Background: an optimization exercise with open tools, aiming at small area and a short achievable clock period. Do not read the settings as production practice.
The RTL was checked by simulation tests, not by an equivalence proof against the original design.

==> flow/design.v (outline; a module is shown in full before it is edited, if it fits) <==
// module qmult: 1314 lines
// module qmult_fa: 4 lines
// module qmult_bsel: 5 lines
// module qmult_aoi: 3 lines
// module qmult_bsel_pos: 3 lines
// module qmult_ha: 4 lines
module qmult #(
   parameter int Q = 15,
   parameter int N = 32
) (
   input  logic [N-1:0] a,
   input  logic [N-1:0] b,
   output logic [N-1:0] c,
   input  logic         clk,
   input  logic         rst,
   output logic [N-1:0] c_reg,
   output logic         ovr
);
  // ...
==> flow/run.sh <==
#!/bin/bash
# synth_recipe.tcl (not shown) runs the flow's synth.tcl, then flattens the netlist and writes it again
# the make line also repeats each setting of config.mk as NAME=value (left out here)
make -C /OpenROAD-flow-scripts/flow DESIGN_CONFIG=/design/flow/config.mk WORK_HOME=/design/flow/orfs CLKGATE_MAP_FILE= SYNTH_SCRIPT=/design/flow/synth_recipe.tcl finish
==> flow/config.mk <==
export PLATFORM = sky130hd
export DESIGN_NAME = qmult
export DESIGN_NICKNAME = qmult
export VERILOG_FILES = /design/flow/design.v
export SDC_FILE = /design/flow/constraint.sdc
export NUM_CORES = 4
export LEC_CHECK = 0
export CAP_MARGIN = 20
export CORE_MARGIN = 2
export CORE_UTILIZATION = 40
export SLEW_MARGIN = 20
export SYNTH_HIERARCHICAL = 1
export SYNTH_MINIMUM_KEEP_SIZE = 0
==> flow/constraint.sdc <==
create_clock -name core_clock -period 15.0 [get_ports {clk}]
set_input_delay 3.0000 -clock core_clock [delete_from_list [all_inputs] [get_ports {clk}]]
set_output_delay 3.0000 -clock core_clock [all_outputs]
set_load 0.01 [all_outputs]
==> results.ini, run 1 <==
[worst_setup_path]
cp_common_cell=fa_1
path_class=in -> out
path_delay_family=adder cells
cpPeakStageDelay_ps=860
crit_fanout=29

[layout]
clock_buffers=7
fillers=4821
seq_area_um2=826
diodes=2
fin_util_pct=46.8
drive_gt1_share_pct=30.1

[logic_synthesis]
synth.top_cells.by_count=434 x xnor2_1, 408 x a22oi_2, 370 x fa_1
synth_area_leader_cell=fa_1
synth_top_family_by_area=adder cells
ys_seq_area_share_pct=3.90
synth-simple-area-share_pct=4.67
synth_cells=1831
synthesis.nets=2357
avgSynthCellArea_um2=11.6

[placement]
pre_cts_ws_ps=317
gp_congestion=0.947

[grt]
gr-max-usage-layer=met2
grt_start_max_net_pins=35
grtUsageMet3_pct=6.64

[outcome]
outcome=timing/DRC/antenna clean

[detailed_routing]
route.met2.wl_um=37700
drt_iter0_markers=1888
drc_errors=0

[hold_path]
hold_path_class=in -> async

[timing]
clock.fmax_mhz=67.3
fin_ws_ps=147
hold_violations=0
worst_pin_slew_ps=1100

[clock_network]
ctsRootBufferMaster=clkbuf_16
cts.sinks=33

[floorplan]
core_um2=52400
n_tap_cell=688

==> run 2, diff against run 1 <==
==> flow/flow/run.sh (new file) <==
#!/bin/bash
# Standard synthesis, then the standard ORFS layout with a few extra settings:
# Booth selectors downsized after synthesis, port buffers of a set type, and
# timing repair aimed at a setup margin.
set -euo pipefail
here=$(pwd)
bash standard.sh synth > synth.log 2>&1
export DOWNSIZE_CELLS="${DOWNSIZE_CELLS:-sky130_fd_sc_hd__a22oi}"
bash standard.sh \
  PRE_FLOORPLAN_TCL="$here/flow/downsize.tcl" \
  finish > layout.log 2>&1
==> flow/flow/downsize.tcl (new file) <==
# Downsize combinational cells that synthesis mapped above drive strength 1 (the
# Booth selectors come out of ABC as a22oi_2); timing repair later upsizes what
# the critical paths need. Registers are left as they are.
set n 0
foreach inst [[ord::get_db_block] getInsts] {
  set m [[$inst getMaster] getName]
  if {[regexp {^(sky130_fd_sc_hd__[a-z0-9]+)_([0-9]+)$} $m -> base drv]} {
    if {$drv > 1 && ![string match "*df*" $base] && ![string match "*dl*" $base] \
          && [lsearch -exact $::env(DOWNSIZE_CELLS) $base] >= 0} {
      set lc [get_lib_cells ${base}_1]
      if {$lc ne ""} {
        replace_cell [$inst getName] ${base}_1
        incr n
      }
    }
  }
}
puts "downsize: downsized $n cells"
==> flow/standard.sh (new file) <==
#!/bin/bash
# synth_recipe.tcl (not shown) runs the flow's synth.tcl, then flattens the netlist and writes it again
# the make line also repeats each setting of config.mk as NAME=value (left out here)
make -C /OpenROAD-flow-scripts/flow DESIGN_CONFIG=/design/flow/config.mk WORK_HOME=/design/flow/orfs CLKGATE_MAP_FILE= SYNTH_SCRIPT=/design/flow/synth_recipe.tcl "${@:-finish}"
removed: flow/run.sh
==> run 2 against run 1 <==
Non-clock buffer count shrank 11. First-iteration DRC count grew 19%. Fmax grew 3.8%. Count of clock-buffer cells in the layout shrank 2. Critical path depth grew 3. Final area shrank 9.5%. Final cell count shrank 3.1%. Wire length shrank 11%. Die area shrank 9.5%. Synthesized cell count is the same. Worst setup slack gained 540 ps. Critical endpoint is now c[29].
==> results.ini, run 2 <==
[clock_network]
htreeDepth=2  ; unchanged
cts_buffers=5  ; unchanged
cts.sinks=33  ; unchanged
clkTransAtPathRegs_ps=50  ; was 60 ps
cts_tree=built  ; unchanged
ctsRootBufferMaster=clkbuf_16  ; unchanged
post_cts_buffers=0  ; unchanged
hold_buffers=0  ; unchanged
cts_resized=0  ; unchanged
cts_buffer_depth=2  ; unchanged

[layout]
final_cell_mix=434 x xnor2_1, 408 x a22oi_1, 370 x fa_1, 117 x clkdlybuf4s50_1, 114 x buf_4  ; was 434 x xnor2_1, 408 x a22oi_2, 370 x fa_1, 124 x buf_4, 93 x clkdlybuf4s50_1
largest_reg_flops=32  ; unchanged
final_cells=2675  ; was 2760
drive_gt1_share_pct=8.50  ; was 30.1%
fin_nets=2584  ; was 2595
final_common_cell=xnor2_1  ; unchanged

[timing]
clock.fmax_mhz=69.9  ; was 67.3 MHz
post-route-period-util_pct=95.4  ; was 99.0%
rsz0062_at_grt=no  ; unchanged
hold_violations=0  ; unchanged
worst_pin_slew_ps=1190  ; was 1100 ps
maxSlewViolCount=0  ; unchanged
tns_ps=0  ; unchanged
fin_crit_ps=14310  ; was 14850 ps
setup_viol=0  ; unchanged
slew-limit-headroom_pct=20.3  ; was 26.3%

[worst_setup_path]
crit_fanout=32  ; was 29
path_class=in -> out  ; unchanged
end_kind=output port  ; unchanged
arrival_ps=11310  ; was 11850 ps
startpoint_type=primary input  ; unchanged
worstPathCellList=clkdlybuf4s50_1 -> or3_1 -> o21ai_2 -> buf_4 -> a22oi_1 -> xnor2_1 -> fa_1 -> fa_1 -> fa_1 -> fa_1 -> fa_1 -> fa_1 -> fa_1 -> ha_1 -> or2_2 -> a21oi_1 -> o21ai_0 -> buf_4 -> a311oi_1 -> nand3b_1 -> a31o_2 -> nand3_2 -> o21ai_1 -> clkdlybuf4s50_1  ; was clkdlybuf4s50_1 -> xor2_4 -> buf_4 -> a22oi_2 -> xnor2_1 -> fa_1 -> fa_1 -> fa_1 -> fa_1 -> fa_1 -> fa_1 -> ha_1 -> and3_1 -> nand2_1 -> nor3_1 -> o2111ai_1 -> a211o_1 -> nand3_2 -> buf_4 -> o2111ai_1 -> clkdlybuf4s50_1
cp_slowest_cell=clkdlybuf4s50_1  ; was xor2_4
cp_common_cell=fa_1  ; unchanged
cpPeakStageDelay_ps=590  ; was 860 ps
required_ps=12000  ; about the same
path_delay_family=adder cells  ; unchanged
cp_num_buf_inv=4  ; unchanged

[detailed_routing]
ant_nets=0  ; unchanged
via_per_inst=6.46  ; was 6.42
drc_errors=0  ; unchanged
avgRoutedWirePerCell_um=28.1  ; was 30.8 um
drt_iter0_markers=2251  ; was 1888
drt-total-wl_um=75200  ; was 84900 um
firstDrtPassIters=7  ; was 5
via_count=17300  ; was 17700

[grt]
grt_use_total_pct=30.1  ; was 31.3%
antenna_found_initial=1  ; was 2
grt_pass1_vias=17800  ; was 18600
gr-total-overflow=0  ; unchanged
grt_start_max_net_pins=35  ; unchanged
grt_pass1_wl_um=113000  ; was 125000 um

[floorplan]
num_rows=80  ; was 84
die-width_um=223  ; was 234 um
core_um2=47400  ; was 52400 um^2
initial_core_util_pct=40.3  ; was 40.4%
boundaryPins=131  ; unchanged
die_area_um2=49600  ; was 54800 um^2
die_h_um=223  ; was 234 um

[logic_synthesis]
synthesis.nets=2357  ; unchanged
synth_cells=1831  ; unchanged
ys.warnings.count=7  ; unchanged

[placement]
gp_congestion=1.01  ; was 0.947
place_inst=2666  ; was 2741
dp_hpwl_um=58200  ; was 64100 um
io_buffers=130  ; unchanged

[hold_path]
hold_path_class=in -> async  ; unchanged

[job]
maxCapViolations=0  ; unchanged

[outcome]
outcome=timing/DRC/antenna clean  ; unchanged

==> run 2: layout make-up <==
| class | instances | area, um^2 |
|---|---|---|
| Antenna cell | 1 | 2.50 |
| Clock buffer | 5 | 125 |
| Clock inverter | 3 | 65.1 |
| Fill cell | 4540 | 25200 |
| Inverter | 51 | 191 |
| Multi-Input combinational cell | 1723 | 18100 |
| Sequential cell | 33 | 826 |
| Tap cell | 615 | 769 |
| Timing Repair Buffer | 244 | 2090 |
==> run 2: metal layers <==
layer	routed length [um]	global-route usage [%]	vias to the layer above
li1	-	-	7168
met1	30700	41.6	8828
met2	33400	46.6	1146
met3	8660	7.09	138
met4	2380	9.74	0
met5	0	0	-
==> run 2: per-stage QoR <==
stage / instance area, um^2 / setup WS [ps] / util (%) / hold slack (ps)
after floorplan: 19100 / 1430 / - / 3130
after global placement: 22000 / 755 / 46.4 / 3410
after detailed placement: 22000 / 677 / 46.4 / 3430
after CTS: 22200 / 632 / 46.8 / 3130
after global routing: 22200 / 223 / 46.8 / 3160
final: 22200 / 687 / 46.8 / 3110
==> run 2: worst max path at each step <==
stage	cells past startpoint	start	slack, ps	end
after detailed placement	21	b[18]	680	c[29]
after floorplan	22	b[11]	1430	c[12]
after global routing	21	b[18]	220	c[29]
after global placement	21	b[18]	750	c[29]
after CTS	21	b[18]	630	c[29]
final	24	b[2]	690	c[29]
==> run 3, diff against run 2 <==
==> flow/flow/run.sh (replaced) <==
#!/bin/bash
# Standard synthesis (unchanged), then the standard ORFS layout with extra settings:
#  - the Booth selectors, which ABC maps at drive strength 2, are downsized to
#    strength 1 before floorplanning (downsize.tcl); timing repair upsizes any
#    that the critical paths need;
#  - the delay cells (clkdlybuf4s*, dlygate*, dlymetal*) are kept out of the
#    port and fanout buffering, which otherwise picks them.
# Each make run logs to its own file in this folder.
set -euo pipefail
here=$(pwd)
PLATFORM_DONT_USE="sky130_fd_sc_hd__probe_p_8 sky130_fd_sc_hd__probec_p_8 sky130_fd_sc_hd__lpflow_bleeder_1 sky130_fd_sc_hd__lpflow_clkbufkapwr_1 sky130_fd_sc_hd__lpflow_clkbufkapwr_16 sky130_fd_sc_hd__lpflow_clkbufkapwr_2 sky130_fd_sc_hd__lpflow_clkbufkapwr_4 sky130_fd_sc_hd__lpflow_clkbufkapwr_8 sky130_fd_sc_hd__lpflow_clkinvkapwr_1 sky130_fd_sc_hd__lpflow_clkinvkapwr_16 sky130_fd_sc_hd__lpflow_clkinvkapwr_2 sky130_fd_sc_hd__lpflow_clkinvkapwr_4 sky130_fd_sc_hd__lpflow_clkinvkapwr_8 sky130_fd_sc_hd__lpflow_decapkapwr_12 sky130_fd_sc_hd__lpflow_decapkapwr_3 sky130_fd_sc_hd__lpflow_decapkapwr_4 sky130_fd_sc_hd__lpflow_decapkapwr_6 sky130_fd_sc_hd__lpflow_decapkapwr_8 sky130_fd_sc_hd__lpflow_inputiso0n_1 sky130_fd_sc_hd__lpflow_inputiso0p_1 sky130_fd_sc_hd__lpflow_inputiso1n_1 sky130_fd_sc_hd__lpflow_inputiso1p_1 sky130_fd_sc_hd__lpflow_inputisolatch_1 sky130_fd_sc_hd__lpflow_isobufsrc_1 sky130_fd_sc_hd__lpflow_isobufsrc_16 sky130_fd_sc_hd__lpflow_isobufsrc_2 sky130_fd_sc_hd__lpflow_isobufsrc_4 sky130_fd_sc_hd__lpflow_isobufsrc_8 sky130_fd_sc_hd__lpflow_isobufsrckapwr_16 sky130_fd_sc_hd__lpflow_lsbuf_lh_hl_isowell_tap_1 sky130_fd_sc_hd__lpflow_lsbuf_lh_hl_isowell_tap_2 sky130_fd_sc_hd__lpflow_lsbuf_lh_hl_isowell_tap_4 sky130_fd_sc_hd__lpflow_lsbuf_lh_isowell_4 sky130_fd_sc_hd__lpflow_lsbuf_lh_isowell_tap_1 sky130_fd_sc_hd__lpflow_lsbuf_lh_isowell_tap_2 sky130_fd_sc_hd__lpflow_lsbuf_lh_isowell_tap_4"
DELAY_CELLS="sky130_fd_sc_hd__clkdlybuf4s15_1 sky130_fd_sc_hd__clkdlybuf4s15_2 sky130_fd_sc_hd__clkdlybuf4s18_1 sky130_fd_sc_hd__clkdlybuf4s18_2 sky130_fd_sc_hd__clkdlybuf4s25_1 sky130_fd_sc_hd__clkdlybuf4s25_2 sky130_fd_sc_hd__clkdlybuf4s50_1 sky130_fd_sc_hd__clkdlybuf4s50_2 sky130_fd_sc_hd__dlygate4sd1_1 sky130_fd_sc_hd__dlygate4sd2_1 sky130_fd_sc_hd__dlygate4sd3_1 sky130_fd_sc_hd__dlymetal6s2s_1 sky130_fd_sc_hd__dlymetal6s4s_1 sky130_fd_sc_hd__dlymetal6s6s_1"
export DOWNSIZE_CELLS="sky130_fd_sc_hd__a22oi"

bash standard.sh synth > synth.log 2>&1
bash standard.sh \
  PRE_FLOORPLAN_TCL="$here/flow/downsize.tcl" \
  DONT_USE_CELLS="$PLATFORM_DONT_USE $DELAY_CELLS" \
  finish > layout.log 2>&1
--- a/flow/config.mk
+++ b/flow/config.mk
@@ -10,2 +10,3 @@
 export CORE_UTILIZATION = 40
+export SETUP_SLACK_MARGIN = 2.5
 export SLEW_MARGIN = 20
==> run 3 against run 2 <==
Worst hold slack worse by 330 ps. Still clean. Die area stayed put. Worst setup slack better by 1900 ps. Critical path depth down 1. Flip-flop and latch count stayed put.
==> results.ini, run 3 <==
[grt]
grtUsageMet3_pct=5.83  ; was 7.09%
grt_use_total_pct=31.6  ; was 30.1%
grt_pass1_vias=18200  ; was 17800
use_met2_pct=47.3  ; was 46.6%
grt_start_max_net_pins=35  ; unchanged
grt_pass1_wl_um=118000  ; was 113000 um
gr-max-usage-layer=met2  ; unchanged
grt_use_met1_pct=43.1  ; was 41.6%
gr-total-overflow=0  ; unchanged
antenna_found_initial=0  ; was 1

[worst_setup_path]
cp_slowest_cell=fa_1  ; was clkdlybuf4s50_1
path_delay_family=adder cells  ; unchanged
required_ps=12000  ; about the same
path_class=in -> out  ; unchanged
cp_common_cell=fa_1  ; unchanged
crit_fanout=16  ; was 32
cpPeakStageDelay_ps=590  ; about the same
cp_num_buf_inv=7  ; was 4
end_kind=output port  ; unchanged
worstPathCellList=buf_2 -> buf_2 -> a22oi_1 -> xnor2_1 -> fa_1 -> fa_1 -> fa_1 -> fa_1 -> fa_1 -> fa_2 -> ha_4 -> buf_4 -> and3_4 -> nand2_1 -> nor3_2 -> o2111ai_2 -> buf_2 -> nand4b_1 -> buf_6 -> nand3_4 -> buf_6 -> o21ai_1 -> buf_2  ; was clkdlybuf4s50_1 -> or3_1 -> o21ai_2 -> buf_4 -> a22oi_1 -> xnor2_1 -> fa_1 -> fa_1 -> fa_1 -> fa_1 -> fa_1 -> fa_1 -> fa_1 -> ha_1 -> or2_2 -> a21oi_1 -> o21ai_0 -> buf_4 -> a311oi_1 -> nand3b_1 -> a31o_2 -> nand3_2 -> o21ai_1 -> clkdlybuf4s50_1
arrival_ps=9380  ; was 11310 ps
startpoint_type=primary input  ; unchanged

[layout]
final_cell_area_um2=24200  ; was 22200 um^2
final_cell_mix=423 x xnor2_1, 388 x a22oi_1, 297 x fa_1, 130 x buf_1, 104 x buf_2  ; was 434 x xnor2_1, 408 x a22oi_1, 370 x fa_1, 117 x clkdlybuf4s50_1, 114 x buf_4
fin_nets=2746  ; was 2584
final_common_cell=xnor2_1  ; unchanged
drive_gt1_share_pct=23.3  ; was 8.50%
final_cells=2836  ; was 2675
largest_reg_flops=32  ; unchanged
diodes=0  ; was 1

[timing]
fin_crit_ps=12380  ; was 14310 ps
worst_pin_slew_ps=890  ; was 1190 ps
hold_violations=0  ; unchanged
hold-worst-slack_ps=2780  ; was 3110 ps
maxSlewViolCount=0  ; unchanged
setup_viol=0  ; unchanged
slew-limit-headroom_pct=40.7  ; was 20.3%
post-route-period-util_pct=82.6  ; was 95.4%
rsz0062_at_grt=yes  ; was no
fin_ws_ps=2620  ; was 687 ps
clock.fmax_mhz=80.7  ; was 69.9 MHz
tns_ps=0  ; unchanged

[logic_synthesis]
synth_cells=1831  ; unchanged
ys.warnings.count=7  ; unchanged
synthesis.nets=2357  ; unchanged

[clock_network]
ctsRootBufferMaster=clkbuf_16  ; unchanged
cts.sinks=33  ; unchanged
htreeDepth=2  ; unchanged
cts_tree=built  ; unchanged
clkTransAtPathRegs_ps=60  ; was 50 ps
cts_buffer_depth=2  ; unchanged
cts_buffers=5  ; unchanged

[placement]
dp_hpwl_um=59300  ; was 58200 um
pre_cts_ws_ps=984  ; was 677 ps
io_buffers=130  ; unchanged
gp_congestion=0.951  ; was 1.01
place_inst=2666  ; unchanged
postPlaceCellArea_um2=21200  ; was 22000 um^2

[outcome]
outcome=timing/DRC/antenna clean  ; unchanged

[floorplan]
core_um2=47400  ; unchanged
die_h_um=223  ; unchanged
die-width_um=223  ; unchanged
die_area_um2=49600  ; unchanged
num_rows=80  ; unchanged
initial_core_util_pct=40.3  ; unchanged
boundaryPins=131  ; unchanged

[detailed_routing]
via_per_inst=6.47  ; was 6.46
avgRoutedWirePerCell_um=28.4  ; was 28.1 um
drc_errors=0  ; unchanged
via_count=18400  ; was 17300
firstDrtPassIters=7  ; unchanged
drt_iter0_markers=2486  ; was 2251
ant_nets=0  ; unchanged
drt-total-wl_um=80500  ; was 75200 um

[job]
maxCapViolations=0  ; unchanged

[hold_path]
hold_path_class=in -> async  ; unchanged

run 3: cell types whose count changed in the layout (fill, tap and decap cells not counted), moves of 48 or more:
cell	previous run	this run
clkdlybuf4s50_1	117	0
buf_4	114	51
fa_1	370	297
fa_2	0	73
buf_6	0	48
buf_2	13	104
buf_1	0	130
run 3: layout make-up:
class / instances / area [um^2]
Fill cell: 4341 / 23300
Multi-Input combinational cell: 1734 / 19600
Timing Repair Buffer: 395 / 2570
Sequential cell: 33 / 826
Tap cell: 615 / 769
Inverter: 51 / 205
Clock buffer: 6 / 139
Clock inverter: 2 / 37.5
run 3: what timing repair did:
action | CTS | global route
gates resized for setup | 224 | 237
pin swaps | 58 | 122
setup endpoints to repair | 31 | 31
cloned | 11 | 0
endpoints found under the hold margin | 0 | 0
setup buffers | 102 | 49
hold buffers | 0 | 0
run 3: worst max path at each step:
stage          slack (ps)     to   from  cells past startpoint
6_report             2620  c[30]  a[22]                     23
5_1_grt              2420   c[3]  b[12]                     26
4_1_cts              2500  c[17]  b[25]                     23
3_5_place_dp          980  c[29]   b[7]                     20
3_3_place_gp         1060  c[12]   b[7]                     21
2_1_floorplan        2510  c[12]   b[7]                     22
run 3: per-stage QoR:
| stage | util, % |
|---|---|
| finish | 50.9 |
| global route | 50.9 |
| CTS | 48.5 |
| detailed placement | 44.6 |
| global placement | 44.6 |
| floorplan | - |
run 3: routing by layer:
metal  vias to the layer above  wire length (um)  share of wire, %
li1                       7542                 -                 -
met1                      9267             31500                39
met2                      1302             34700                43
met3                       249              8700                11
met4                         0              5620               7.0
met5                         -                 0                 0
==> run 4, diff against run 3 <==
--- a/flow/config.mk
+++ b/flow/config.mk
@@ -10,3 +10,2 @@
 export CORE_UTILIZATION = 40
-export SETUP_SLACK_MARGIN = 2.5
 export SLEW_MARGIN = 20
==> run 4 against run 3 <==
Still clean. Critical path type unchanged. Flip-flop and latch count unchanged. Die area stayed put. Synthesized cell count is the same. Non-clock buffer count down 153.
==> results.ini, run 4 <==
[detailed_routing]
ant_nets=0  ; unchanged
firstDrtPassIters=8  ; was 7
drc_errors=0  ; unchanged
drt_iter0_markers=2542  ; was 2486
avgRoutedWirePerCell_um=28.2  ; was 28.4 um
drt-total-wl_um=75400  ; was 80500 um
via_per_inst=6.52  ; was 6.47
via_count=17400  ; was 18400

[worst_setup_path]
required_ps=12000  ; about the same
worstPathCellList=clkbuf_2 -> inv_1 -> or3_1 -> o21ai_2 -> a22oi_1 -> xnor2_1 -> fa_1 -> fa_1 -> fa_1 -> fa_1 -> fa_1 -> fa_1 -> fa_1 -> ha_1 -> or2_2 -> a21oi_1 -> o21ai_0 -> a311oi_1 -> nand3b_1 -> a31o_2 -> nand3_2 -> o21ai_1 -> buf_1  ; was buf_2 -> buf_2 -> a22oi_1 -> xnor2_1 -> fa_1 -> fa_1 -> fa_1 -> fa_1 -> fa_1 -> fa_2 -> ha_4 -> buf_4 -> and3_4 -> nand2_1 -> nor3_2 -> o2111ai_2 -> buf_2 -> nand4b_1 -> buf_6 -> nand3_4 -> buf_6 -> o21ai_1 -> buf_2
end_kind=output port  ; unchanged
path_delay_family=adder cells  ; unchanged
arrival_ps=10950  ; was 9380 ps
path_class=in -> out  ; unchanged
cpPeakStageDelay_ps=540  ; was 590 ps
cp_common_cell=fa_1  ; unchanged
crit_fanout=32  ; was 16
startpoint_type=primary input  ; unchanged
cp_slowest_cell=fa_1  ; unchanged
cp_num_buf_inv=3  ; was 7

[timing]
slew-limit-headroom_pct=15.9  ; was 40.7%
hold_violations=0  ; unchanged
fin_ws_ps=1050  ; was 2620 ps
worst_pin_slew_ps=1260  ; was 890 ps
fin_crit_ps=13950  ; was 12380 ps
setup_viol=0  ; unchanged
tns_ps=0  ; unchanged
maxSlewViolCount=0  ; unchanged
clock.fmax_mhz=71.7  ; was 80.7 MHz
rsz0062_at_grt=no  ; was yes
post-route-period-util_pct=93.0  ; was 82.6%

[clock_network]
hold_buffers=0  ; unchanged
cts_tree=built  ; unchanged
cts_buffer_depth=2  ; unchanged
ctsRootBufferMaster=clkbuf_16  ; unchanged
clkTransAtPathRegs_ps=50  ; was 60 ps
cts.sinks=33  ; unchanged
cts_buffers=5  ; unchanged
post_cts_buffers=0  ; was 102
htreeDepth=2  ; unchanged
cts_resized=0  ; was 224

[layout]
fillers=4679  ; was 4341
final_cell_area_um2=21200  ; was 24200 um^2
final_cell_mix=434 x xnor2_1, 408 x a22oi_1, 370 x fa_1, 151 x buf_1, 90 x ha_1  ; was 423 x xnor2_1, 388 x a22oi_1, 297 x fa_1, 130 x buf_1, 104 x buf_2
fin_nets=2582  ; was 2746
largest_reg_flops=32  ; unchanged
drive_gt1_share_pct=6.76  ; was 23.3%
final_cells=2673  ; was 2836
final_common_cell=xnor2_1  ; unchanged

[placement]
postPlaceCellArea_um2=21000  ; was 21200 um^2
gp_congestion=0.970  ; was 0.951
place_inst=2664  ; was 2666
io_buffers=130  ; unchanged
pre_cts_ws_ps=1030  ; was 984 ps
dp_hpwl_um=59100  ; was 59300 um

[floorplan]
die-width_um=223  ; unchanged
num_rows=80  ; unchanged
initial_core_util_pct=40.3  ; unchanged
die_area_um2=49600  ; unchanged
boundaryPins=131  ; unchanged
core_um2=47400  ; unchanged
die_h_um=223  ; unchanged

[grt]
grt_pass1_wl_um=112000  ; was 118000 um
grt_start_max_net_pins=33  ; was 35
grt_pass1_vias=17400  ; was 18200
grt_use_total_pct=30.0  ; was 31.6%
gr-total-overflow=0  ; unchanged
antenna_found_initial=2  ; was 0

[job]
maxCapViolations=0  ; unchanged

[logic_synthesis]
synthesis.nets=2357  ; unchanged
synth_cells=1831  ; unchanged
ys.warnings.count=7  ; unchanged

[outcome]
outcome=timing/DRC/antenna clean  ; unchanged

[hold_path]
hold_path_class=in -> async  ; unchanged

==> run 4: through the flow <==
stage | hold WS, ps | utilization (%)
2_1_floorplan | 3130 | -
3_3_place_gp | 3020 | 44.3
3_5_place_dp | 3040 | 44.3
4_1_cts | 2740 | 44.6
5_1_grt | 2770 | 44.6
6_report | 2720 | 44.6
==> run 4: path summary, 6_finish.rpt <==
| path | from | endpoint | slack, ps | cells past startpoint |
|---|---|---|---|---|
| setup / recovery | b[3] | c[28] | 1050 | 23 |
| hold / removal | rst | c_reg[25]$_DFF_PP0_ | 2720 | 2 |
| max in group asynchronous | rst | c_reg[0]$_DFF_PP0_ | 11440 | 3 |
| min in group core_clock | a[31] | c_reg[31]$_DFF_PP0_ | 2940 | 2 |
==> run 4: final cells by class <==
class / instances / area [um^2] / area share [%]
Antenna cell: 1 / 2.50 / 0.0118
Clock buffer: 5 / 125 / 0.591
Clock inverter: 3 / 17.5 / 0.0828
Inverter: 51 / 191 / 0.905
Multi-Input combinational cell: 1723 / 18100 / 85.7
Sequential cell: 33 / 826 / 3.90
Tap cell: 615 / 769 / 3.64
Timing Repair Buffer: 242 / 1090 / 5.14
==> run 4: per-layer routing <==
layer	wire, um	up-vias	GRT usage, %
met3	10200	163	9.15
li1	-	7172	-
met5	10	-	0
met1	30200	8839	41.6
met4	2470	2	8.81
met2	32500	1242	45.1
==> run 5, diff against run 4 <==
--- a/flow/config.mk
+++ b/flow/config.mk
@@ -10,2 +10,3 @@
 export CORE_UTILIZATION = 40
+export SETUP_SLACK_MARGIN = 2
 export SLEW_MARGIN = 20
==> run 5 against run 4 <==
Die area unchanged. First-iteration DRC count rose by 6.7%. Critical path type unchanged. Flip-flop and latch count is the same. Final area increased by 5.0%. Worst setup slack better by 1100 ps. Non-clock buffer count up 66. Fmax increased by 8.9%. Sequential share of layout area fell by 0.19 points. Final cell count rose by 2.5%. Highest routed layer is now met4.
==> results.ini, run 5 <==
[floorplan]
die-width_um=223  ; unchanged
boundaryPins=131  ; unchanged
core_um2=47400  ; unchanged
die_area_um2=49600  ; unchanged
die_h_um=223  ; unchanged
num_rows=80  ; unchanged
initial_core_util_pct=40.3  ; unchanged

[clock_network]
cts_buffer_depth=2  ; unchanged
hold_buffers=0  ; unchanged
htreeDepth=2  ; unchanged
cts_tree=built  ; unchanged
cts.sinks=33  ; unchanged
ctsRootBufferMaster=clkbuf_16  ; unchanged
clkTransAtPathRegs_ps=60  ; was 50 ps
cts_buffers=5  ; unchanged

[grt]
grt_start_max_net_pins=33  ; unchanged
antenna_found_initial=3  ; was 2
grt_use_total_pct=31.0  ; was 30.0%
grt_pass1_wl_um=116000  ; was 112000 um
grt_pass1_vias=18000  ; was 17400
gr-total-overflow=0  ; unchanged

[placement]
gp_congestion=0.951  ; was 0.970
dp_hpwl_um=59700  ; was 59100 um
place_inst=2655  ; was 2664
io_buffers=130  ; unchanged

[hold_path]
hold_path_class=in -> async  ; unchanged

[detailed_routing]
ant_nets=0  ; unchanged
via_count=17700  ; was 17400
firstDrtPassIters=9  ; was 8
drt_iter0_markers=2713  ; was 2542
avgRoutedWirePerCell_um=28.4  ; was 28.2 um
drc_errors=0  ; unchanged
drt-total-wl_um=77800  ; was 75400 um
via_per_inst=6.44  ; was 6.52

[layout]
seq_area_um2=826  ; unchanged
final_common_cell=xnor2_1  ; unchanged
drive_gt1_share_pct=12.1  ; was 6.76%
fin_nets=2649  ; was 2582
multi_input_area_um2=18600  ; was 18100 um^2
final_cell_mix=433 x xnor2_1, 408 x a22oi_1, 356 x fa_1, 141 x buf_1, 86 x ha_1  ; was 434 x xnor2_1, 408 x a22oi_1, 370 x fa_1, 151 x buf_1, 90 x ha_1
largest_reg_flops=32  ; unchanged
fillers=4571  ; was 4679
fin_util_pct=46.9  ; was 44.6%
final_cells=2741  ; was 2673

[worst_setup_path]
required_ps=12000  ; about the same
critPathLaunch=a[13]  ; was b[3]
startpoint_type=primary input  ; unchanged
crit_fanout=15  ; was 32
end_kind=output port  ; unchanged
cp-endpoint=c[25]  ; was c[28]
arrival_ps=9820  ; was 10950 ps
path_class=in -> out  ; unchanged

[timing]
hold-worst-slack_ps=2700  ; was 2720 ps
setup_viol=0  ; unchanged
slew-limit-headroom_pct=32.6  ; was 15.9%
post-route-period-util_pct=85.4  ; was 93.0%
worst_pin_slew_ps=1010  ; was 1260 ps
rsz0062_at_grt=no  ; unchanged
tns_ps=0  ; unchanged
clock.fmax_mhz=78.0  ; was 71.7 MHz
fin_crit_ps=12820  ; was 13950 ps
maxSlewViolCount=0  ; unchanged
hold_violations=0  ; unchanged

[job]
maxCapViolations=0  ; unchanged

[logic_synthesis]
synthesis.nets=2357  ; unchanged
synth_cells=1831  ; unchanged
ys.warnings.count=7  ; unchanged

[outcome]
outcome=timing/DRC/antenna clean  ; unchanged

-- run 5: final cells by class --
type,count,area share [%]
antenna,2,0.0225
inverter,51,0.861
clock buffer,5,0.563
timing repair buffer,308,7.60
multi-input combinational,1724,83.6
clock inverter,3,0.208
sequential,33,3.71
tap,615,3.46
-- run 5: worst min path at each step --
stage / from / endpoint / slack [ps] / cells past startpoint
2_1_floorplan: rst / c_reg[0]$_DFF_PP0_ / 3130 / 1
3_3_place_gp: rst / c_reg[24]$_DFF_PP0_ / 3000 / 2
3_5_place_dp: rst / c_reg[24]$_DFF_PP0_ / 3020 / 2
4_1_cts: rst / c_reg[24]$_DFF_PP0_ / 2710 / 2
5_1_grt: rst / c_reg[24]$_DFF_PP0_ / 2740 / 2
6_report: rst / c_reg[24]$_DFF_PP0_ / 2700 / 2
-- run 5: worst max-delay path, stage by stage --
cell and delay [ps]:
buf_1 430, buf_2 420, a22oi_1 140, xnor2_1 270, fa_2 550, fa_1 430, fa_1 470, fa_1 470
fa_1 550, fa_1 420, ha_1 310, ha_1 340, inv_1 130, o21ai_0 130, o41a_1 460, or3_4 390
o21a_1 230, and3_1 220, o31ai_2 290, clkbuf_2 180
-- run 5: per-layer routing --
| metal | vias to the layer above | part of all wire (%) | GRT usage [%] |
|---|---|---|---|
| met5 | - | 0 | 0 |
| met4 | 0 | 4.1 | 10.7 |
| met3 | 188 | 13 | 8.20 |
| met2 | 1314 | 43 | 46.0 |
| met1 | 8850 | 40 | 43.7 |
| li1 | 7310 | - | - |
-- run 5: metrics by stage --
stage | area [um^2] | setup WS, ps
after CTS | 21800 | 2000
after global placement | 20900 | 1100
after global routing | 22200 | 1980
after floorplan | 19200 | 2000
final | 22200 | 2180
after detailed placement | 20900 | 960
-- run 5: timing repair --
action	in CTS	in global routing
pin swaps	16	17
cloned	1	0
setup buffers	49	26
setup endpoints to repair	31	31
gates resized for setup	84	108
==> run 6, diff against run 5 <==
--- a/flow/config.mk
+++ b/flow/config.mk
@@ -9,3 +9,3 @@
 export CORE_MARGIN = 2
-export CORE_UTILIZATION = 40
+export CORE_UTILIZATION = 60
 export SETUP_SLACK_MARGIN = 2
==> run 6 against run 5 <==
Core utilization is 23 points higher. Global-route usage is 14 points higher. Wire length is 3.8% lower. Still clean on timing, DRC and antenna. First-iteration DRC count decreased by 6.7%. Critical path type unchanged.
==> results.ini, run 6 <==
[grt]
gr-total-overflow=0  ; unchanged
grt_use_total_pct=44.8  ; was 31.0%
grt_pass1_vias=18000  ; about the same
grt_pass1_wl_um=111000  ; was 116000 um
grt_start_max_net_pins=34  ; was 33
antenna_found_initial=2  ; was 3

[detailed_routing]
via_per_inst=7.13  ; was 6.44
dr.max_layer_used=met5  ; was met4
avgRoutedWirePerCell_um=29.5  ; was 28.4 um
wl_met3_um=12100  ; was 10400 um
drt_iter0_markers=2531  ; was 2713
firstDrtPassIters=9  ; unchanged
wl_met1_um=27400  ; was 31000 um
via_count=18100  ; was 17700
drc_errors=0  ; unchanged
drt-total-wl_um=74800  ; was 77800 um
ant_nets=0  ; unchanged
route.met2.wl_um=31400  ; was 33200 um

[placement]
dp_hpwl_um=55900  ; was 59700 um
gp_congestion=1.03  ; was 0.951
postPlaceCellArea_um2=20800  ; was 20900 um^2
io_buffers=130  ; unchanged

[worst_setup_path]
arrival_ps=9940  ; was 9820 ps
startpoint_type=primary input  ; unchanged
path_class=in -> out  ; unchanged
cp_common_cell=fa_1  ; unchanged
worstPathCellList=buf_1 -> buf_4 -> a22oi_1 -> xnor2_1 -> fa_1 -> fa_1 -> fa_1 -> fa_1 -> fa_1 -> fa_1 -> ha_1 -> ha_1 -> inv_1 -> o21ai_0 -> o41a_1 -> or3_4 -> o2111a_1 -> o31a_1 -> o21ai_1 -> buf_1  ; was buf_1 -> buf_2 -> a22oi_1 -> xnor2_1 -> fa_2 -> fa_1 -> fa_1 -> fa_1 -> fa_1 -> fa_1 -> ha_1 -> ha_1 -> inv_1 -> o21ai_0 -> o41a_1 -> or3_4 -> o21a_1 -> and3_1 -> o31ai_2 -> clkbuf_2
required_ps=12000  ; about the same
cp_slowest_cell=fa_1  ; was fa_2
end_kind=output port  ; unchanged
cpPeakStageDelay_ps=550  ; about the same
crit_fanout=20  ; was 15

[timing]
hold_violations=0  ; unchanged
slew-limit-headroom_pct=32.7  ; was 32.6%
clock.fmax_mhz=77.3  ; was 78.0 MHz
post-route-period-util_pct=86.2  ; was 85.4%
fin_crit_ps=12940  ; was 12820 ps
rsz0062_at_grt=no  ; unchanged
setup_viol=0  ; unchanged
tns_ps=0  ; unchanged
maxSlewViolCount=0  ; unchanged
worst_pin_slew_ps=1010  ; about the same

[floorplan]
die-width_um=183  ; was 223 um
die_h_um=183  ; was 223 um
core_um2=31500  ; was 47400 um^2
num_rows=65  ; was 80
die_area_um2=33400  ; was 49600 um^2
boundaryPins=131  ; unchanged
initial_core_util_pct=60.8  ; was 40.3%

[logic_synthesis]
ys.warnings.count=7  ; unchanged
synth_cells=1831  ; unchanged
synthesis.nets=2357  ; unchanged

[layout]
final_cell_area_um2=22000  ; was 22200 um^2
largest_reg_flops=32  ; unchanged
fin_nets=2660  ; was 2649
fillers=2519  ; was 4571
final_cell_mix=432 x xnor2_1, 407 x a22oi_1, 369 x fa_1, 141 x buf_1, 84 x ha_1  ; was 433 x xnor2_1, 408 x a22oi_1, 356 x fa_1, 141 x buf_1, 86 x ha_1
drive_gt1_share_pct=11.8  ; was 12.1%
final_common_cell=xnor2_1  ; unchanged

[clock_network]
cts_buffer_depth=2  ; unchanged
cts.sinks=33  ; unchanged
ctsRootBufferMaster=clkbuf_16  ; unchanged
cts_tree=built  ; unchanged
cts_buffers=5  ; unchanged
htreeDepth=2  ; unchanged
clkTransAtPathRegs_ps=50  ; was 60 ps

[outcome]
outcome=timing/DRC/antenna clean  ; unchanged

[hold_path]
hold_path_class=in -> async  ; unchanged

[job]
maxCapViolations=0  ; unchanged

run 6: cell count changes in the layout (fill, tap and decap cells not counted), sizes merged:
| cell | previous run | this run |
|---|---|---|
| bufinv | 1 | 0 |
| nand3 | 15 | 16 |
| clkinv | 1 | 0 |
| o21ai | 41 | 42 |
| clkinvlp | 1 | 0 |
| clkbuf | 43 | 44 |
| buf | 270 | 280 |
run 6: cell type report:
class | instances | area [um^2] | share of cell area [%]
diodes | 2 | 5.00 | 0.0228
clock buffers | 7 | 143 | 0.649
inverters | 51 | 191 | 0.871
multi-input cells | 1726 | 18500 | 84.3
flip-flops and latches | 33 | 826 | 3.76
well taps | 402 | 503 | 2.29
repair buffers | 317 | 1770 | 8.07
run 6: final timing paths:
kind	startpoint	to	slack, ps
hold / removal	rst	c_reg[25]$_DFF_PP0_	2690
min in group core_clock	b[31]	c_reg[31]$_DFF_PP0_	2930
max in group asynchronous	rst	c_reg[4]$_DFF_PP0_	11490
setup / recovery	a[10]	c[28]	2060
run 6: metal layers:
metal  up-vias  GRT usage, %
met5         -             0
met4         2          18.1
met3       287          19.4
met2      1538          64.9
met1      8923          59.0
li1       7354             -
run 6: per-stage QoR:
stage	utilization (%)	hold slack [ps]	setup WS [ps]	std cells
2_1_floorplan	-	3130	2000	1831
5_1_grt	69.9	2750	1980	2537
3_5_place_dp	66.0	2990	1000	2457
4_1_cts	67.9	2700	2010	2486
3_3_place_gp	66.0	2990	1220	2457
6_report	69.9	2690	2060	2538
run 6: worst max-delay path, delay by kind of cell:
family	cells	cell delay, ps
AO/OA/AOI/OAI	6	1480
AND/OR/NAND/NOR	1	390
buffers and inverters	4	1180
XOR/XNOR	1	250
adder cells (fa/ha/maj)	8	3600
run 6: repair_timing:
| item | 4_1_cts | 5_1_grt |
|---|---|---|
| endpoints found under the setup margin | 31 | 31 |
| hold endpoints to repair | 0 | 0 |
| pin swaps | 10 | 16 |
| resized for setup | 59 | 103 |
| hold buffers | 0 | 0 |
| cloned | 2 | 2 |
| buffers inserted | 20 | 47 |
==> run 7, diff against run 6 <==
--- a/flow/flow/run.sh
+++ b/flow/flow/run.sh
@@ -2,4 +2,4 @@
 # Standard synthesis (unchanged), then the standard ORFS layout with extra settings:
-#  - the Booth selectors, which ABC maps at drive strength 2, are downsized to
-#    strength 1 before floorplanning (downsize.tcl); timing repair upsizes any
+#  - combinational cells that ABC maps above drive strength 1 are downsized to
+#    strength 1 before floorplanning (downsize.tcl); timing repair upsizes those
 #    that the critical paths need;
@@ -12,3 +12,3 @@
 DELAY_CELLS="sky130_fd_sc_hd__clkdlybuf4s15_1 sky130_fd_sc_hd__clkdlybuf4s15_2 sky130_fd_sc_hd__clkdlybuf4s18_1 sky130_fd_sc_hd__clkdlybuf4s18_2 sky130_fd_sc_hd__clkdlybuf4s25_1 sky130_fd_sc_hd__clkdlybuf4s25_2 sky130_fd_sc_hd__clkdlybuf4s50_1 sky130_fd_sc_hd__clkdlybuf4s50_2 sky130_fd_sc_hd__dlygate4sd1_1 sky130_fd_sc_hd__dlygate4sd2_1 sky130_fd_sc_hd__dlygate4sd3_1 sky130_fd_sc_hd__dlymetal6s2s_1 sky130_fd_sc_hd__dlymetal6s4s_1 sky130_fd_sc_hd__dlymetal6s6s_1"
-export DOWNSIZE_CELLS="sky130_fd_sc_hd__a22oi"
+export DOWNSIZE_CELLS="all"
 
==> flow/flow/downsize.tcl (replaced) <==
# Downsize combinational cells that synthesis mapped above drive strength 1 (ABC
# maps for speed with no timing context, e.g. the Booth selectors as a22oi_2); timing repair later upsizes what
# the critical paths need. Registers are left as they are.
set n 0
foreach inst [[ord::get_db_block] getInsts] {
  set m [[$inst getMaster] getName]
  if {[regexp {^(sky130_fd_sc_hd__[a-z0-9]+)_([0-9]+)$} $m -> base drv]} {
    if {$drv > 1 && ![string match "*df*" $base] && ![string match "*dl*" $base] \
          && ($::env(DOWNSIZE_CELLS) eq "all" || [lsearch -exact $::env(DOWNSIZE_CELLS) $base] >= 0)} {
      set lc [get_lib_cells ${base}_1]
      if {$lc ne ""} {
        replace_cell [$inst getName] ${base}_1
        incr n
      }
    }
  }
}
puts "downsize: downsized $n cells"
--- a/flow/config.mk
+++ b/flow/config.mk
@@ -9,3 +9,3 @@
 export CORE_MARGIN = 2
-export CORE_UTILIZATION = 60
+export CORE_UTILIZATION = 40
 export SETUP_SLACK_MARGIN = 2
==> run 7 against run 6 <==
First-iteration DRC count down 8.1%. Global-route usage down 15 points. Final area up 1.6%. Final cell count up 9.0%. Die area up 48%. Wire length up 1.5%. Count of clock-buffer cells in the layout down 2. Core utilization down 22 points. Worst hold slack better by 35 ps. Via count down 1.3%. Critical endpoint is now c[25].
==> results.ini, run 7 <==
[clock_network]
ctsRootBufferMaster=clkbuf_16  ; unchanged
cts_tree=built  ; unchanged
htreeDepth=2  ; unchanged
hold_buffers=0  ; unchanged
clkTransAtPathRegs_ps=50  ; about the same
cts_buffer_depth=2  ; unchanged
cts.sinks=33  ; unchanged
cts_buffers=5  ; unchanged

[floorplan]
boundaryPins=131  ; unchanged
num_rows=79  ; was 65
die-width_um=222  ; was 183 um
initial_core_util_pct=40.7  ; was 60.8%
die_area_um2=49400  ; was 33400 um^2
die_h_um=222  ; was 183 um
core_um2=46800  ; was 31500 um^2

[timing]
worst_pin_slew_ps=1070  ; was 1010 ps
fin_crit_ps=12840  ; was 12940 ps
rsz0062_at_grt=yes  ; was no
slew-limit-headroom_pct=28.4  ; was 32.7%
clock.fmax_mhz=77.9  ; was 77.3 MHz
post-route-period-util_pct=85.6  ; was 86.2%
tns_ps=0  ; unchanged
hold_violations=0  ; unchanged
setup_viol=0  ; unchanged
maxSlewViolCount=0  ; unchanged

[worst_setup_path]
startpoint_type=primary input  ; unchanged
cp_num_buf_inv=3  ; was 4
cp_slowest_cell=buf_1  ; was fa_1
path_delay_family=adder cells  ; unchanged
crit_fanout=11  ; was 20
cp_common_cell=fa_1  ; unchanged
arrival_ps=9840  ; was 9940 ps
path_class=in -> out  ; unchanged
cpPeakStageDelay_ps=770  ; was 550 ps
required_ps=12000  ; about the same
worstPathCellList=buf_1 -> buf_2 -> a22oi_1 -> xnor2_1 -> fa_1 -> fa_1 -> fa_1 -> fa_1 -> fa_1 -> ha_1 -> ha_1 -> a21o_1 -> a21o_1 -> nor2b_1 -> o41a_1 -> or3_4 -> o21a_1 -> and3_1 -> o31ai_4 -> buf_1  ; was buf_1 -> buf_4 -> a22oi_1 -> xnor2_1 -> fa_1 -> fa_1 -> fa_1 -> fa_1 -> fa_1 -> fa_1 -> ha_1 -> ha_1 -> inv_1 -> o21ai_0 -> o41a_1 -> or3_4 -> o2111a_1 -> o31a_1 -> o21ai_1 -> buf_1
end_kind=output port  ; unchanged

[grt]
grt_pass1_wl_um=112000  ; was 111000 um
gr-total-overflow=0  ; unchanged
grt_use_total_pct=29.9  ; was 44.8%
antenna_found_initial=2  ; unchanged
grt_start_max_net_pins=34  ; unchanged
grtUsageMet3_pct=8.50  ; was 19.4%
grt_pass1_vias=17800  ; was 18000
gr-max-usage-layer=met2  ; unchanged
grt_use_met1_pct=41.3  ; was 59.0%
use_met2_pct=44.5  ; was 64.9%

[detailed_routing]
ant_nets=0  ; unchanged
drt_iter0_markers=2325  ; was 2531
via_per_inst=6.46  ; was 7.13
drc_errors=0  ; unchanged
drt-total-wl_um=75900  ; was 74800 um
firstDrtPassIters=7  ; was 9
avgRoutedWirePerCell_um=27.5  ; was 29.5 um
via_count=17900  ; was 18100

[logic_synthesis]
synthesis.nets=2357  ; unchanged
synth_cells=1831  ; unchanged
ys.warnings.count=7  ; unchanged

[placement]
gp_congestion=1.04  ; was 1.03
io_buffers=130  ; unchanged
place_inst=2668  ; was 2457
dp_hpwl_um=58100  ; was 55900 um

[hold_path]
hold_path_class=in -> async  ; unchanged

[layout]
fin_nets=2681  ; was 2660
final_cell_mix=433 x xnor2_1, 407 x a22oi_1, 366 x fa_1, 155 x buf_1, 83 x ha_1  ; was 432 x xnor2_1, 407 x a22oi_1, 369 x fa_1, 141 x buf_1, 84 x ha_1
fillers=4474  ; was 2519
largest_reg_flops=32  ; unchanged
final_cells=2766  ; was 2538
final_common_cell=xnor2_1  ; unchanged
drive_gt1_share_pct=11.6  ; was 11.8%

[job]
maxCapViolations=0  ; unchanged

[outcome]
outcome=timing/DRC/antenna clean  ; unchanged

-- run 7: worst max path at each step --
stage          startpoint  endpoint  slack, ps  depth (start not counted)
6_report             a[1]     c[25]       2160                         20
5_1_grt              b[2]     c[16]       1980                         24
4_1_cts             a[13]     c[16]       1990                         21
3_5_place_dp         b[1]     c[16]       1170                         23
3_3_place_gp         b[5]     c[25]       1310                         22
2_1_floorplan       b[17]     c[25]       2070                         19
-- run 7: repair_timing --
action	CTS	global route
pin swaps	10	21
buffers inserted	41	44
resized for setup	63	98
endpoints found under the setup margin	31	31
gates cloned	1	1
endpoints found under the hold margin	0	0
-- run 7: metal layers --
layer,part of all wire (%),vias to the layer above
met3,14,201
met5,0,-
li1,-,7386
met1,40,9005
met2,42,1282
met4,4.1,0
-- run 7: through the flow --
step / hold WS [ps] / utilization [%] / cell area, um^2 / setup slack, ps
after detailed placement: 3050 / 44.9 / 21000 / 1170
after floorplan: 3130 / - / 19100 / 2070
after CTS: 2750 / 46.6 / 21800 / 1990
after global placement: 3040 / 44.9 / 21000 / 1310
after global routing: 2780 / 47.8 / 22300 / 1980
final: 2720 / 47.8 / 22300 / 2160
-- run 7: final cells by class --
class / count / area, um^2 / share of cell area, %
Multi-Input combinational cell: 1724 / 18500 / 82.8
Timing Repair Buffer: 340 / 1910 / 8.54
Sequential cell: 33 / 826 / 3.70
Tap cell: 607 / 759 / 3.40
Inverter: 51 / 191 / 0.857
Clock buffer: 5 / 125 / 0.560
Clock inverter: 3 / 17.5 / 0.0784
Antenna cell: 3 / 7.51 / 0.0336

==> what the ideal ports hide <==
Ports are ideal in the flow. The routed layouts listed here were re-timed in OpenROAD.
Step 1: set_driving_cell puts a clkbuf_16 on clk and a buf_2 on each other input, an assumption about the parent block.
Step 2 times the ports against the registers' clock, not the clock port: input delays grow and output delays shrink by t, the midpoint of the rising clock arrivals with the driver on.
Slacks: ideal / step 1 / step 2; pairs: ideal / step 1.
| run | shift t [ns] | setup slack, ns | hold slack, ns | worst setup path at the end | latest minus earliest clock arrival (ns) |
|---|---|---|---|---|---|
| run 1 | 0.335 | 0.147 / 0.121 / 0.121 | 3.105 / 3.081 / 3.416 | input to output | 0.017 / 0.016 |
| run 2 | 0.311 | 0.687 / 0.648 / 0.648 | 3.113 / 3.101 / 3.413 | input to output | 0.004 / 0.003 |
| run 3 | 0.329 | 2.615 / 2.523 / 2.523 | 2.785 / 2.763 / 3.092 | input to output | 0.007 / 0.007 |
| run 4 | 0.312 | 1.048 / 1.027 / 1.027 | 2.721 / 2.709 / 3.021 | input to output | 0.007 / 0.007 |
| run 5 | 0.314 | 2.183 / 2.084 / 2.084 | 2.698 / 2.687 / 3.000 | input to output | 0.006 / 0.005 |
| run 6 | 0.315 | 2.063 / 2.029 / 2.029 | 2.687 / 2.672 / 2.987 | input to output | 0.001 / 0.002 |
| run 7 | 0.310 | 2.160 / 2.074 / 2.074 | 2.722 / 2.714 / 3.024 | input to output | 0.006 / 0.005 |
After both steps setup and hold are still met in every run listed. The setup slack of run 5, which loses most, moves by -0.099 ns with the drivers and by -0.099 ns with both steps.
